From an optimization exercise on the open Yosys and OpenROAD flow, aimed at small area and a short achievable clock period; shortcuts taken in it are not production practice.
In this exercise RTL edits were held to simulation tests only and were not proved equivalent to the original.
Power is estimated from default activity; no workload was simulated.

**flow/config.mk**
```make
export PLATFORM = sky130hd
export DESIGN_NAME = riscv_data_mem
export DESIGN_NICKNAME = riscv_data_mem
export VERILOG_FILES = /design/flow/design.v
export SDC_FILE = /design/flow/constraint.sdc
export NUM_CORES = 4
export LEC_CHECK = 0
export CAP_MARGIN = 20
export CORE_MARGIN = 2
export CORE_UTILIZATION = 40
export SETUP_SLACK_MARGIN = 0.5
export SLEW_MARGIN = 20
```
**flow/design.v**
```verilog
module riscv_data_mem #(
    parameter int unsigned DEPTH_WORDS = 64,
    parameter logic [31:0] MMIO_BASE   = 32'h0000_0400
) (
    input  logic        clk,
    input  logic        reset,
    input  logic        MemWrite,
    input  logic [2:0]  funct3,
    input  logic [31:0] Mem_WrAddr,
    input  logic [31:0] Mem_WrData,
    output logic [31:0] ReadData,
    output logic        misaligned,
    output logic [7:0]  led,
    output logic        timer_irq
);
    localparam int unsigned AW        = $clog2(DEPTH_WORDS);
    localparam logic [31:0] RAM_BYTES = 32'(DEPTH_WORDS * 4);
    localparam logic [31:0] A_LO      = MMIO_BASE;
    localparam logic [31:0] A_HI      = MMIO_BASE + 32'd4;
    localparam logic [31:0] A_CMP     = MMIO_BASE + 32'd8;
    localparam logic [31:0] A_STAT    = MMIO_BASE + 32'd12;
    localparam logic [31:0] A_LED     = MMIO_BASE + 32'd16;
    logic [31:0]   r_mem [DEPTH_WORDS];
    logic [63:0]   r_mtime;
    logic [31:0]   r_mtimecmp;
    logic [7:0]    r_led;
    logic          r_irq;
    logic          w_is_ram;
    logic [AW-1:0] w_ram_idx;
    logic          w_sel_lo;
    logic          w_sel_hi;
    logic          w_sel_cmp;
    logic          w_sel_stat;
    logic          w_sel_led;
    logic          w_is_half;
    logic          w_is_word;
    logic          w_store;
    logic          w_mmio_we;
    logic [31:0]   w_word;
    logic [7:0]    w_byte;
    logic [15:0]   w_half;
    logic [3:0]    w_be;
    logic [31:0]   w_wdata;
    assign w_is_ram   = Mem_WrAddr < RAM_BYTES;
    assign w_ram_idx  = Mem_WrAddr[AW+1:2];
    assign w_sel_lo   = Mem_WrAddr[31:2] == A_LO[31:2];
    assign w_sel_hi   = Mem_WrAddr[31:2] == A_HI[31:2];
    assign w_sel_cmp  = Mem_WrAddr[31:2] == A_CMP[31:2];
    assign w_sel_stat = Mem_WrAddr[31:2] == A_STAT[31:2];
    assign w_sel_led  = Mem_WrAddr[31:2] == A_LED[31:2];
    assign w_is_half  = funct3[1:0] == 2'b01;
    assign w_is_word  = funct3 == 3'b010;
    assign misaligned = (w_is_half && Mem_WrAddr[0])
                     || (w_is_word && (Mem_WrAddr[1:0] != 2'b00));
    assign w_store   = MemWrite && !misaligned && !reset;
    assign w_mmio_we = w_store && w_is_word;
    always_comb begin
        w_word = '0;
        if (w_is_ram)        w_word = r_mem[w_ram_idx];
        else if (w_sel_lo)   w_word = r_mtime[31:0];
        else if (w_sel_hi)   w_word = r_mtime[63:32];
        else if (w_sel_cmp)  w_word = r_mtimecmp;
        else if (w_sel_stat) w_word = {31'd0, r_irq};
        else if (w_sel_led)  w_word = {24'd0, r_led};
    end
    always_comb begin
        w_byte = w_word[7:0];
        case (Mem_WrAddr[1:0])
            2'd1:    w_byte = w_word[15:8];
            2'd2:    w_byte = w_word[23:16];
            2'd3:    w_byte = w_word[31:24];
            default: w_byte = w_word[7:0];
        endcase
    end
    assign w_half = Mem_WrAddr[1] ? w_word[31:16] : w_word[15:0];
    always_comb begin
        ReadData = '0;
        if (!misaligned) begin
            case (funct3)
                3'b000:  ReadData = {{24{w_byte[7]}}, w_byte};
                3'b001:  ReadData = {{16{w_half[15]}}, w_half};
                3'b010:  ReadData = w_word;
                3'b100:  ReadData = {24'd0, w_byte};
                3'b101:  ReadData = {16'd0, w_half};
                default: ReadData = '0;
            endcase
        end
    end
    always_comb begin
        w_be    = 4'b0000;
        w_wdata = Mem_WrData;
        case (funct3)
            3'b000: begin
                w_be    = 4'b0001 << Mem_WrAddr[1:0];
                w_wdata = {4{Mem_WrData[7:0]}};
            end
            3'b001: begin
                w_be    = Mem_WrAddr[1] ? 4'b1100 : 4'b0011;
                w_wdata = {2{Mem_WrData[15:0]}};
            end
            3'b010: w_be = 4'b1111;
            default: w_be = 4'b0000;
        endcase
    end
    always_ff @(posedge clk) begin
        if (w_store && w_is_ram) begin
            for (int b = 0; b < 4; b++) begin
                if (w_be[b]) r_mem[w_ram_idx][8*b +: 8] <= w_wdata[8*b +: 8];
            end
        end
    end
    always_ff @(posedge clk or posedge reset) begin
        if (reset) begin
            r_mtime    <= '0;
            r_mtimecmp <= 32'hFFFF_FFFF;
            r_led      <= '0;
            r_irq      <= 1'b0;
        end else begin
            if (w_mmio_we && w_sel_lo)
                r_mtime <= {r_mtime[63:32], Mem_WrData};
            else if (w_mmio_we && w_sel_hi)
                r_mtime <= {Mem_WrData, r_mtime[31:0]};
            else
                r_mtime <= r_mtime + 64'd1;
            if (w_mmio_we && w_sel_cmp) r_mtimecmp <= Mem_WrData;
            if (w_mmio_we && w_sel_led) r_led      <= Mem_WrData[7:0];
            if (r_mtime[31:0] == r_mtimecmp)
                r_irq <= 1'b1;
            else if (w_mmio_we && w_sel_stat && Mem_WrData[0])
                r_irq <= 1'b0;
        end
    end
    assign led       = r_led;
    assign timer_irq = r_irq;
endmodule
```
**flow/constraint.sdc**
```tcl
create_clock -name core_clock -period 7.0 [get_ports {clk}]
set_input_delay 1.4000 -clock core_clock [delete_from_list [all_inputs] [get_ports {clk}]]
set_output_delay 1.4000 -clock core_clock [all_outputs]
set_load 0.01 [all_outputs]
```
**flow/run.sh**
```bash
#!/bin/bash
# synth_recipe.tcl (not shown) runs the flow's synth.tcl, then flattens the netlist and writes it again
# the make line also repeats each setting of config.mk as NAME=value (left out here)
make -C /OpenROAD-flow-scripts/flow DESIGN_CONFIG=/design/flow/config.mk WORK_HOME=/design/flow/orfs CLKGATE_MAP_FILE= SYNTH_SCRIPT=/design/flow/synth_recipe.tcl finish
```
==> summary.txt <==
-- final cells by class --
type	instances	area [sq um]	area share, %
sequential	2153	64200	62.7
multi-input combinational	2781	21500	21.0
timing repair buffer	629	5980	5.84
clock buffer	274	5650	5.53
tap	2854	3570	3.49
clock inverter	128	1300	1.27
inverter	23	96.3	0.0942
antenna	19	47.5	0.0465
-- power groups by stage --
stage	combinational [mW]	clock [mW]	sequential [mW]
5_1_grt	1.83	12.1	14.2
2_1_floorplan	0.774	0	14.5
6_report	1.82	11.5	14.2
4_1_cts	1.75	11.6	14.2
3_5_place_dp	1.72	0	14.4
3_3_place_gp	1.70	0	14.4
-- through the flow --
stage / cells / setup TNS [ns] / utilization, % / total power [mW] / setup slack, ns
after floorplan: 5343 / 0 / - / 15.2 / 0.828
after global placement: 8409 / -6.99 / 43.5 / 16.1 / -0.786
after detailed placement: 8409 / -6.39 / 43.5 / 16.2 / -0.462
after CTS: 8834 / 0 / 47.0 / 27.5 / 0.457
after global routing: 8843 / 0 / 47.1 / 28.1 / 0.408
final: 8861 / 0 / 47.2 / 27.5 / 0.366
-- worst min path at each step --
stage,to,cells after the start,from
6_report,r_led[0],1,r_led[0]
3_3_place_gp,r_led[0],1,r_led[0]
4_1_cts,r_led[0],1,r_led[0]
2_1_floorplan,r_mtime[49],1,r_mtime[49]
5_1_grt,r_led[0],1,r_led[0]
3_5_place_dp,r_led[0],1,r_led[0]
-- cell families after synthesis --
| logic type | count (synthesis) |
|---|---|
| buffers and inverters | 410 |
| DFF | 2153 |
| adders and majority gates | 1 |
| and+or+nand+nor | 1036 |
| AOI/OAI and AO/OA | 1201 |
| xor gates and xnor gates | 49 |
| muxes | 493 |
-- synth_stat cells (all sizes together) (17+ instances only) --
cell type / n / area [sq um]
edfxtp: 2048 / 61500
nor2: 428 / 1610
o22ai: 361 / 2260
nand2: 254 / 953
mux2: 235 / 2650
buf: 214 / 1510
a21oi: 185 / 926
o221ai: 178 / 1570
clkbuf: 173 / 649
mux4: 145 / 3310
o21ai: 145 / 726
mux2i: 113 / 1130
dfrtp: 73 / 1830
nand3: 71 / 355
a22oi: 48 / 360
xor2: 46 / 403
nand4: 40 / 250
nor4: 35 / 225
a222oi: 33 / 330
a211oi: 32 / 240
dfstp: 32 / 841
nor2b: 29 / 181
nor3: 28 / 156
a221oi: 24 / 210
inv: 21 / 78.8
o22a: 21 / 184
o31ai: 21 / 158
or2: 17 / 106
or4: 17 / 128
-- what timing repair did --
item                       in CTS  in global routing
resized for setup              94                 34
setup endpoints to repair      32                 21
buffers inserted               20                  2
pin swaps                      23                 10
gates cloned                    3                  2
-- cell usage in the layout (no fill, tap or decap), types with 23 or more instances in the layout --
cell	synthesis	final
edfxtp_1	2048	2048
buf_4	57	429
nor2_1	428	412
o22ai_1	361	358
nand2_1	254	245
mux2_2	235	235
clkbuf_16	0	217
o221ai_1	177	177
a21oi_1	185	172
mux4_2	134	135
o21ai_0	137	131
mux2i_1	113	112
clkdlybuf4s50_1	0	82
dfrtp_1	73	73
nand3_1	71	68
buf_12	5	67
clkbuf_1	173	55
clkinv_1	2	48
a22oi_1	48	47
xor2_1	46	46
nand4_1	40	40
a222oi_1	33	33
dfstp_2	32	32
a211oi_1	32	31
clkinv_2	0	31
nor2b_1	29	27
nor4_1	34	26
nor3_1	26	23
-- metal layers --
metal | wire, um | vias up
met5 | 200 | -
met4 | 22100 | 24
met2 | 146000 | 4318
met1 | 127000 | 29400
met3 | 41100 | 838
li1 | - | 22600
-- sequential cells by signal, indices dropped and copies added, names as in the netlist --
signal,count
r_mtimecmp,32
r_mem,2048
r_irq,1
r_mtime,64
r_led,8
-- worst max-delay path: stages --
cell             delay, ns
clkdlybuf4s50_1       0.60
or3_4                 0.21
buf_12                0.18
nor3_4                0.08
buf_4                 0.19
a222oi_1              0.93
o32ai_1               0.32
buf_4                 0.25
a22oi_1               0.42
a21oi_1               0.13
clkdlybuf4s50_1       0.50
==> results.yml <==
yosys:
  synth-compound-area-share_pct: 9.60
  yosys.area_share.adder_pct: 0.0144
  yosys_register_bits: 2153
  syn_nets: 5414
  postSynthAreaPerCell_sq_um: 16.3
  netlist_area_sq_mm: 0.0872
  yosys.area_share.xor_xnor_pct: 0.492
  synthMuxAreaShare_pct: 8.13
  post_synth_top_flop: "edfxtp_1"
  post_synth_num_cell_types: 105
  area_share_of_and_or_nand_nor_cells_after_synthesis_pct: 5.59
  postSynthCellCount: 5343
  dominant_combinational_cell_family_by_area_after_synthesis: "compound AO/OA/AOI/OAI gates"
  yosysWarningCount: 1
  asyncSetResetFlopFracSynth_pct: 4.88
  synth_sequential_area_ratio_pct: 73.6
  edff_count_synth: 2048
clock_network:
  tritoncts: "done"
  cts.hold.buffers_added: 0
  cts.root.buffer_cell: "clkbuf_16"
  cts_inserted_buffers: 215
  insertion_delay_of_the_later_clocked_pin_in_the_worst_skew_pair_ns: 0.91
  htreeDepth: 4
  clockBufferDepth: 3
  cts_num_sinks: 2153
  worst_setup_hold_path_clk_slew_ns: 0.06
routing:
  vias_per_cell: 6.46
  detailedRoute.firstPassIterationCount: 8
  routed-via-count: 57200
  remaining_drc_errors: 0
  final_antenna_net_count: 0
  totalWireLength_um: 337000
  initialDrtViolationCount: 9755
  avgRoutedWirePerCell_um: 38.0
timing:
  max_clock_freq_mhz: 151
  final-max-slew-violation-count: 0
  final_period_minus_worst_setup_slack_ns: 6.63
  post-route-period-util_pct: 94.8
  report.final.hold_viol_count: 0
  rsz_0062_raised_after_global_routing: "yes"
  clock_skew_ns: 0.0187
  worst_slew_pin_slew_ns: 1.26
  slew_headroom_pct: 15.8
  worst_hold_slack_ns: 0.553
  finalSetupViolCount: 0
floorplan:
  die_h_um: 471
  ios: 112
  floorplan.initialDensity_pct: 40.2
  die_x_um: 471
  core.rowCount: 171
  core_sq_mm: 0.217
  fp.dieArea_sq_mm: 0.222
grt:
  wire_length_of_the_first_global_routing_pass_um: 454000
  grt_use_met1_pct: 39.8
  globalRoute.totalOverflow: 0
  grt_use_met3_pct: 7.99
  antenna_found_initial: 21
  grt_pass1_vias: 53900
  grt_usage_pct: 29.6
  grt_start_max_net_pins: 101
  grt-busiest-layer: "met2"
  gr-usage-met2_pct: 43.2
min_path:
  min_path_type: "register to register"
finish:
  postLayoutCellArea_sq_mm: 0.102
  final.fill_count: 18500
  final_net_count: 5874
  syn_to_final_growth_pct: 17.3
  fraction_of_layout_cells_with_a_size_suffix_above_1_pct: 23.4
critical_path:
  setup.worst_path.end_class: "output pin"
  r2r-end: "r_mtime[63]"
  timing.reg2reg.setup_slack_ns: 3.64
  timing.critical_path.to: "ReadData[8]"
  crit_path_start: "Mem_WrAddr[7]"
  worst-endpoint-arrival_ns: 5.23
  worst_ep_required_time_ns: 5.60
  r2r.worst_path.cells: 8
  setup.worst_path.class: "primary input to output pin"
  r2r_start: "r_mtime[2]"
  cp-start-kind: "primary input"
  crit_fanout: 16
power_and_ir_drop:
  p_leak_nw: 33.0
  combPwrFrac_pct: 6.6
  power.clock.fraction_pct: 41.9
  share_seq_of_total_power_pct: 51.5
  netSwitchingFraction_pct: 23.3
  power_report.internal_total_mw: 21.1
  pwr_density_cell_mw_per_mm2: 269
  peakVddDrop_mv: 0.277
  net-switching-power_mw: 6.41
placement:
  place.detailed.hpwl_um: 226000
  dpl-instance-area_sq_mm: 0.0945
  gp_routability_congestion: 1.01
  placement.io_buffers: 111
job:
  maxCapViolCount: 0
outcome:
  run_status: "complete, no violations"

## afterwards: timing with drivers on the ports
No port has a modelled driver above. Below, the same layout with a new extraction and two added sets of constraints.
Step 1 sets driving cells, clkbuf_16 on the clock port and buf_2 on the other inputs (assumed; they add their load-dependent delay and slew).
Step 2, shift: input delay + t, output delay - t, t = (earliest + latest rising clock arrival at the registers) / 2. This alone moves slack from input paths to output paths.
Slacks: ideal ports / drivers / drivers and shift; pairs: ideal ports / drivers.
t, ns: 0.972
slack for setup (ns): 0.366 / 0.309 / 0.309
hold slack, ns: 0.553 / 0.553 / 0.553
After both steps setup and hold are still met in this run. The setup slack of this run moves by -0.057 ns with the drivers and by -0.057 ns with both steps.
